Context: an optimization exercise on an open-source flow, tuned for small area and a short achievable clock period. The choices shown serve that exercise and are no tape-out recipe.
The RTL was checked by simulation tests, not by an equivalence proof against the original design.

==> design.v <==
package fft_peak_detect_pkg;
  typedef enum logic [1:0] {
    ST_IDLE   = 2'd0,
    ST_ACCUM  = 2'd1,
    ST_REPORT = 2'd2
  } fsm_state_t;
  function automatic integer fft_bin_w(input integer n_points);
    fft_bin_w = $clog2(n_points);
  endfunction
  function automatic integer led_index(input integer bin, input integer n_points, input integer led_w);
    integer idx;
    idx = (bin * led_w) / (n_points / 2);
    led_index = (idx > led_w - 1) ? led_w - 1 : idx;
  endfunction
endpackage
module fft_mag_sq #(
  parameter int DATA_W = 16
) (
  input  logic                     clk,
  input  logic                     rst,
  input  logic                     in_valid,
  input  logic                     in_sop,
  input  logic                     in_eop,
  input  logic signed [DATA_W-1:0] in_re,
  input  logic signed [DATA_W-1:0] in_im,
  output logic                     out_valid,
  output logic                     out_sop,
  output logic                     out_eop,
  output logic [2*DATA_W:0]        out_mag
);
  logic signed [2*DATA_W-1:0] re_ext, im_ext;
  logic        [2*DATA_W-1:0] re_sq, im_sq;
  logic                       v1, sop1, eop1;
  assign re_ext = {{DATA_W{in_re[DATA_W-1]}}, in_re};
  assign im_ext = {{DATA_W{in_im[DATA_W-1]}}, in_im};
  always_ff @(posedge clk) begin
    if (rst) begin
      v1        <= 1'b0;
      sop1      <= 1'b0;
      eop1      <= 1'b0;
      re_sq     <= '0;
      im_sq     <= '0;
      out_valid <= 1'b0;
      out_sop   <= 1'b0;
      out_eop   <= 1'b0;
      out_mag   <= '0;
    end else begin
      v1        <= in_valid;
      sop1      <= in_valid & in_sop;
      eop1      <= in_valid & in_eop;
      re_sq     <= re_ext * re_ext;
      im_sq     <= im_ext * im_ext;
      out_valid <= v1;
      out_sop   <= sop1;
      out_eop   <= eop1;
      out_mag   <= {1'b0, re_sq} + {1'b0, im_sq};
    end
  end
endmodule
module fft_peak_detect #(
  parameter int N_POINTS = 64,
  parameter int DATA_W   = 16,
  parameter int THRESH   = 1024,
  parameter int CONFIRM  = 2,
  parameter int LED_W    = 8,
  localparam int BIN_W   = fft_peak_detect_pkg::fft_bin_w(N_POINTS),
  localparam int MAG_W   = 2*DATA_W+1
) (
  input  logic                 CLOCK_50,
  input  logic                 KEY,
  input  logic                 s_valid,
  input  logic                 s_sop,
  input  logic                 s_eop,
  input  logic signed [DATA_W-1:0] s_re,
  input  logic signed [DATA_W-1:0] s_im,
  output logic                 peak_valid,
  output logic [BIN_W-1:0]     peak_bin,
  output logic [MAG_W-1:0]     peak_mag,
  output logic                 no_signal,
  output logic                 frame_err,
  output logic [LED_W-1:0]     LEDR
);
  localparam logic [BIN_W-1:0] LAST_BIN  = BIN_W'(N_POINTS - 1);
  localparam logic [BIN_W-1:0] HALF_BIN  = BIN_W'(N_POINTS / 2);
  localparam logic [MAG_W-1:0] THRESH_V  = MAG_W'(THRESH);
  localparam logic [3:0]       CONFIRM_V = 4'(CONFIRM);
  logic             d_valid, d_sop, d_eop;
  logic [MAG_W-1:0] d_mag;
  fft_mag_sq #(.DATA_W(DATA_W)) u_mag_sq (
    .clk      (CLOCK_50),
    .rst      (KEY),
    .in_valid (s_valid),
    .in_sop   (s_sop),
    .in_eop   (s_eop),
    .in_re    (s_re),
    .in_im    (s_im),
    .out_valid(d_valid),
    .out_sop  (d_sop),
    .out_eop  (d_eop),
    .out_mag  (d_mag)
  );
  fft_peak_detect_pkg::fsm_state_t       state, next_state;
  logic [BIN_W-1:0] bin_cnt, max_bin, cand_bin;
  logic [MAG_W-1:0] max_mag;
  logic [3:0]       conf_cnt, conf_next;
  logic             start, advance, good_eop, bad_frame, no_sig_now;
  always_comb begin
    next_state = state;
    start      = 1'b0;
    advance    = 1'b0;
    good_eop   = 1'b0;
    bad_frame  = 1'b0;
    case (state)
      fft_peak_detect_pkg::ST_ACCUM: begin
        if (d_valid) begin
          if (d_sop) begin
            bad_frame = 1'b1;
            start     = 1'b1;
          end else if (d_eop) begin
            if (bin_cnt == LAST_BIN) begin
              good_eop   = 1'b1;
              next_state = fft_peak_detect_pkg::ST_REPORT;
            end else begin
              bad_frame  = 1'b1;
              next_state = fft_peak_detect_pkg::ST_IDLE;
            end
          end else if (bin_cnt == LAST_BIN) begin
            bad_frame  = 1'b1;
            next_state = fft_peak_detect_pkg::ST_IDLE;
          end else begin
            advance = 1'b1;
          end
        end
      end
      default: begin
        next_state = fft_peak_detect_pkg::ST_IDLE;
        if (d_valid && d_sop) begin
          start      = 1'b1;
          next_state = fft_peak_detect_pkg::ST_ACCUM;
        end
      end
    endcase
  end
  assign no_sig_now = (max_mag < THRESH_V);
  always_comb begin
    conf_next = 4'd1;
    if (conf_cnt != 4'd0 && max_bin == cand_bin)
      conf_next = (conf_cnt >= CONFIRM_V) ? CONFIRM_V : conf_cnt + 4'd1;
  end
  always_ff @(posedge CLOCK_50) begin
    if (KEY) begin
      state      <= fft_peak_detect_pkg::ST_IDLE;
      bin_cnt    <= '0;
      max_bin    <= '0;
      max_mag    <= '0;
      cand_bin   <= '0;
      conf_cnt   <= '0;
      peak_valid <= 1'b0;
      peak_bin   <= '0;
      peak_mag   <= '0;
      no_signal  <= 1'b0;
      frame_err  <= 1'b0;
      LEDR       <= '0;
    end else begin
      state      <= next_state;
      peak_valid <= 1'b0;
      if (bad_frame)
        frame_err <= 1'b1;
      if (start) begin
        bin_cnt <= BIN_W'(1);
        max_mag <= '0;
        max_bin <= '0;
      end else if (advance) begin
        bin_cnt <= bin_cnt + BIN_W'(1);
        if (bin_cnt < HALF_BIN && d_mag > max_mag) begin
          max_mag <= d_mag;
          max_bin <= bin_cnt;
        end
      end
      if (good_eop) begin
        no_signal <= no_sig_now;
        if (no_sig_now) begin
          conf_cnt   <= '0;
          peak_bin   <= '0;
          peak_mag   <= '0;
          LEDR       <= '0;
          peak_valid <= 1'b1;
        end else begin
          conf_cnt <= conf_next;
          cand_bin <= max_bin;
          if (conf_next == CONFIRM_V) begin
            peak_bin   <= max_bin;
            peak_mag   <= max_mag;
            LEDR       <= LED_W'(1) << fft_peak_detect_pkg::led_index(int'(max_bin), N_POINTS, LED_W);
            peak_valid <= 1'b1;
          end
        end
      end
    end
  end
endmodule
==> run.sh <==
#!/bin/bash
# synth_recipe.tcl (not shown) runs the flow's synth.tcl, then flattens the netlist and writes it again
# the make line also repeats each setting of config.mk as NAME=value (left out here)
make -C /OpenROAD-flow-scripts/flow DESIGN_CONFIG=/design/flow/config.mk WORK_HOME=/design/flow/orfs CLKGATE_MAP_FILE= SYNTH_SCRIPT=/design/flow/synth_recipe.tcl finish
==> config.mk <==
export PLATFORM = sky130hd
export DESIGN_NAME = fft_peak_detect
export DESIGN_NICKNAME = fft_peak_detect
export VERILOG_FILES = /design/flow/design.v
export SDC_FILE = /design/flow/constraint.sdc
export NUM_CORES = 4
export LEC_CHECK = 0
export CAP_MARGIN = 20
export CORE_MARGIN = 2
export CORE_UTILIZATION = 40
export PLACE_DENSITY = 0.6
export SLEW_MARGIN = 20
==> constraint.sdc <==
create_clock -name core_clock -period 8.0 [get_ports {CLOCK_50}]
set_input_delay 1.6000 -clock core_clock [delete_from_list [all_inputs] [get_ports {CLOCK_50}]]
set_output_delay 1.6000 -clock core_clock [all_outputs]
set_load 0.01 [all_outputs]
==> summary.md <==
| Metric | Value |
|---|---|
| Status | finished clean |
| Final routed DRC violation total | 0 |
| Final GP Congestion | 0.862 |
| Mean area per synthesized cell | 9.10 µm² |
| First-pass GRT wire length | 99,400 µm |
| Critical Path Start Type | input pin |
| Boundary pin count | 87 |
| Post-DP HPWL | 47,800 µm |
| Fraction of registers with async set/reset | 0 |
| Post-Synthesis Cells | 2,909 |
| Num rows | 94 |
| Die height | 261 µm |
| H-Tree Depth | 1 |
| Worst Path Arrival | 7980 ps |
| Drt via density | 4.89 |
| Unrepaired setup endpoints after global routing | false |
| Synthesis Warnings | 2 |
| Hold slack | 444 ps |
| Reg clk slew, reported paths | 60 ps |
| Filler-free cell count of the finished design | 3,879 |
| Final setup skew | 35.1 ps |
| Core area | 65,600 µm² |
| HP Start | u_mag_sq.v1 |
| Final worst path period share | 0.940 |
| Yosys reg bits | 208 |
| CTS root buf | clkbuf_16 |
| Storage element area | 4160 µm² |
| Max_slew headroom | 0.417 |
| Reg-to-reg startpoint | bin_cnt[0] |
| TritonCTS clock tree | built |
| Hold Vio Cnt, Final | 0 |
| Sequential fraction of the synthesis area | 0.157 |
| Die area | 68,300 µm² |
| Worst-skew pair later-pin latency | 540 ps |
| Drt pass-1 iters | 7 |
| Total GRT Usage | 0.177 |
| Share of cells above drive strength 1 | 0.0514 |
| CTS Buffer Depth | 3 |
| Post-Synth Simple-Gate Area | 0.124 |
| Vias in the first global route | 20.3k |
| Placed insts | 3,838 |
| Worst path required time | 8460 ps |
| Routed via count | 19.0k |
| Synthesized cell area | 26,500 µm² |
| Multi-input gate area | 19,400 µm² |
| Worst Setup SP | s_im[10] |
| Synth Area in Compound Gates | 0.0964 |
| GRT overflow | 0 |
| Clock Sink Count | 208 |
| Netlist cell types | 66 |
| Number of synthesized flops with an enable pin | 0 |
| Number of buffers created by CTS | 24 |
| Synth Flop Type | dfxtp_1 |
| Shortest period the worst path allows | 7520 ps |
| Synthesis-to-finish area growth | 11.2% |
| Fillers | 6,398 |
| Initial core utilization | 0.404 |
| Largest net degree at the start of global routing | 84 |
| Fin nets | 3,752 |
| Synth Area in XOR/XNOR | 0.0360 |
| Max-cap violation count | 0 |
| Routed WL | 56,800 µm |
| Synth Net Count | 3,661 |
| Initial drt markers | 985 |
| Adder-Cell Fraction of Synth Area | 0.471 |
| Post-synthesis mux area share | 0.00439 |
| I/O Buffers | 86 |
| Crit end category | flop |
| Critical path class | input pin to flop |
| Initial antenna violation count | 0 |
| Fin Setup TNS | 0 ps |
| Avg WL per Cell | 14.6 µm |
| Ant diodes | 0 |
| Hold_buf cts | 0 |
| Hold crit path type | flop to flop |
| CP max FO | 12 |
| R2R Setup Slk | 4820 ps |
| Largest family of logic cells by synthesized area | adder cells |
| Fmax | 133 MHz |
| Final setup fails | 0 |
| Die W | 261 µm |
| Final Slew Violations | 0 |
| Worst-Margin Slew | 874 ps |
| ANT nets after route | 0 |
-- placed cells by master, fill, tap and decap left out, types with 5 or more instances in the layout --
cell type and count:
or3_1 5, a211oi_1 25, nor4_1 17, inv_1 685, nor2_1 224, mux2i_1 6
a22oi_1 37, nand2b_1 12, nor3b_1 5, buf_4 77, and3_1 14, nor2b_1 29
xor2_1 41, nand2_1 178, or2_2 5, nor3_1 17, clkdlybuf4s50_1 84, xnor2_1 68
fa_1 469, dfxtp_1 208, a21o_1 50, a21oi_1 110, nand4_1 23, o21ai_0 80
a31o_2 8, mux2_2 5, o21a_1 12, nand3_1 54, and2_1 89, ha_1 246
a31oi_1 9, nand3b_1 6, o21bai_1 9, o211ai_1 5, clkbuf_16 24
-- synthesized netlist by cell type (all sizes together) (5+ instances only) --
cell type | n | area [µm²]
a31o | 9 | 87.6
a211oi | 25 | 188
a21o | 53 | 400
nor4 | 17 | 106
nand4 | 23 | 144
inv | 685 | 2570
o21ai | 82 | 410
nor3b | 5 | 37.5
mux2 | 5 | 56.3
ha | 246 | 3080
nand2 | 178 | 668
dfxtp | 208 | 4160
or3 | 5 | 31.3
xor2 | 41 | 359
and2 | 89 | 557
buf | 7 | 32.5
nor3 | 17 | 85.1
o21bai | 9 | 67.6
a21oi | 113 | 573
a22oi | 37 | 278
clkbuf | 93 | 349
o211ai | 5 | 37.5
xnor2 | 68 | 596
or2 | 6 | 37.5
nand2b | 12 | 75.1
and3 | 15 | 98.8
o21a | 12 | 90.1
a31oi | 11 | 81.3
mux2i | 6 | 60.1
nor2 | 224 | 841
nor2b | 30 | 188
nand3b | 6 | 45.0
fa | 469 | 9390
nand3 | 54 | 270
-- flip-flops by register name (all words and copies together), names as in the netlist, 2 cells and up --
signal and cells:
LEDR 8, bin_cnt 6, cand_bin 6, conf_cnt 4
max_bin 6, max_mag 33, peak_bin 6, peak_mag 33
state 2, u_mag_sq.im_sq 31, u_mag_sq.out_mag 33, u_mag_sq.re_sq 31
-- routing by layer --
metal / vias up / share of wire / global-route usage
li1: 9198 / - / -
met1: 9472 / 0.46 / 0.243
met2: 256 / 0.50 / 0.313
met3: 56 / 0.028 / 0.0132
met4: 0 / 0.014 / 0.0281
met5: - / 0 / 0
-- timing repair --
action	4_1_cts	5_1_grt
setup endpoints to repair	0	1
hold endpoints to repair	0	0
setup buffers	0	0
resized for setup	0	1
-- metrics by stage --
| step | setup WS, ps | util | instance area [µm²] |
|---|---|---|---|
| floorplan | 588 | - | 26500 |
| global placement | 41.4 | 0.437 | 28700 |
| detailed placement | 2.08 | 0.437 | 28700 |
| CTS | 521 | 0.449 | 29500 |
| global route | 52.5 | 0.449 | 29500 |
| finish | 481 | 0.449 | 29500 |
-- cells by family after synthesis --
logic type	count (synthesis)
DFF	208
and+or+nand+nor	691
muxes	11
adders and majority gates	715
buffers and inverters	785
xor gates and xnor gates	109
AOI/OAI and AO/OA	390
-- final timing paths --
| path | to | cells past startpoint |
|---|---|---|
| max | u_mag_sq.im_sq[31] | 21 |
| min | u_mag_sq.out_valid | 1 |
| max reg2reg | LEDR[1] | 12 |
| min reg2reg | u_mag_sq.out_valid | 1 |
-- layout make-up --
type,instances,share of cell area
Multi-Input combinational cell,1916,0.658
Sequential cell,208,0.141
Inverter,685,0.0873
Timing Repair Buffer,165,0.0503
Tap cell,864,0.0367
Clock buffer,31,0.0223
Clock inverter,10,0.00378
-- worst max-delay path, stage by stage --
cell	delay [ps]
clkdlybuf4s50_1	730
and2_1	330
fa_1	490
inv_1	50
fa_1	530
fa_1	440
fa_1	510
inv_1	60
fa_1	530
inv_1	50
fa_1	530
inv_1	40
ha_1	350
o21ai_0	100
a21oi_1	280
and4_1	290
nor3_1	110
o21ai_0	330
nor4_1	100
or3_1	350
a21oi_1	160

[what the ideal ports hide]
No port has a modelled driver above. Below, the same layout with a new extraction and two added sets of constraints.
Step 1 sets driving cells, clkbuf_16 on the clock port and buf_2 on the other inputs (assumed; they add their load-dependent delay and slew).
Step 2, shift: input delay + t, output delay - t, t = (earliest + latest rising clock arrival at the registers) / 2. This alone moves slack from input paths to output paths.
Slacks: ideal / step 1 / step 2; pairs: ideal / step 1.
t (ns): 0.575
setup WS [ns]: 0.481 / 0.516 / -0.058
clock arrival spread, ns: 0.035 / 0.035
slew at the worst register clock pin (ns): 0.06 / 0.06
With both steps, setup timing fails in this run, where it was met with ideal ports. For this run, drivers alone change the setup slack by +0.035 ns; drivers and shift together by -0.539 ns.
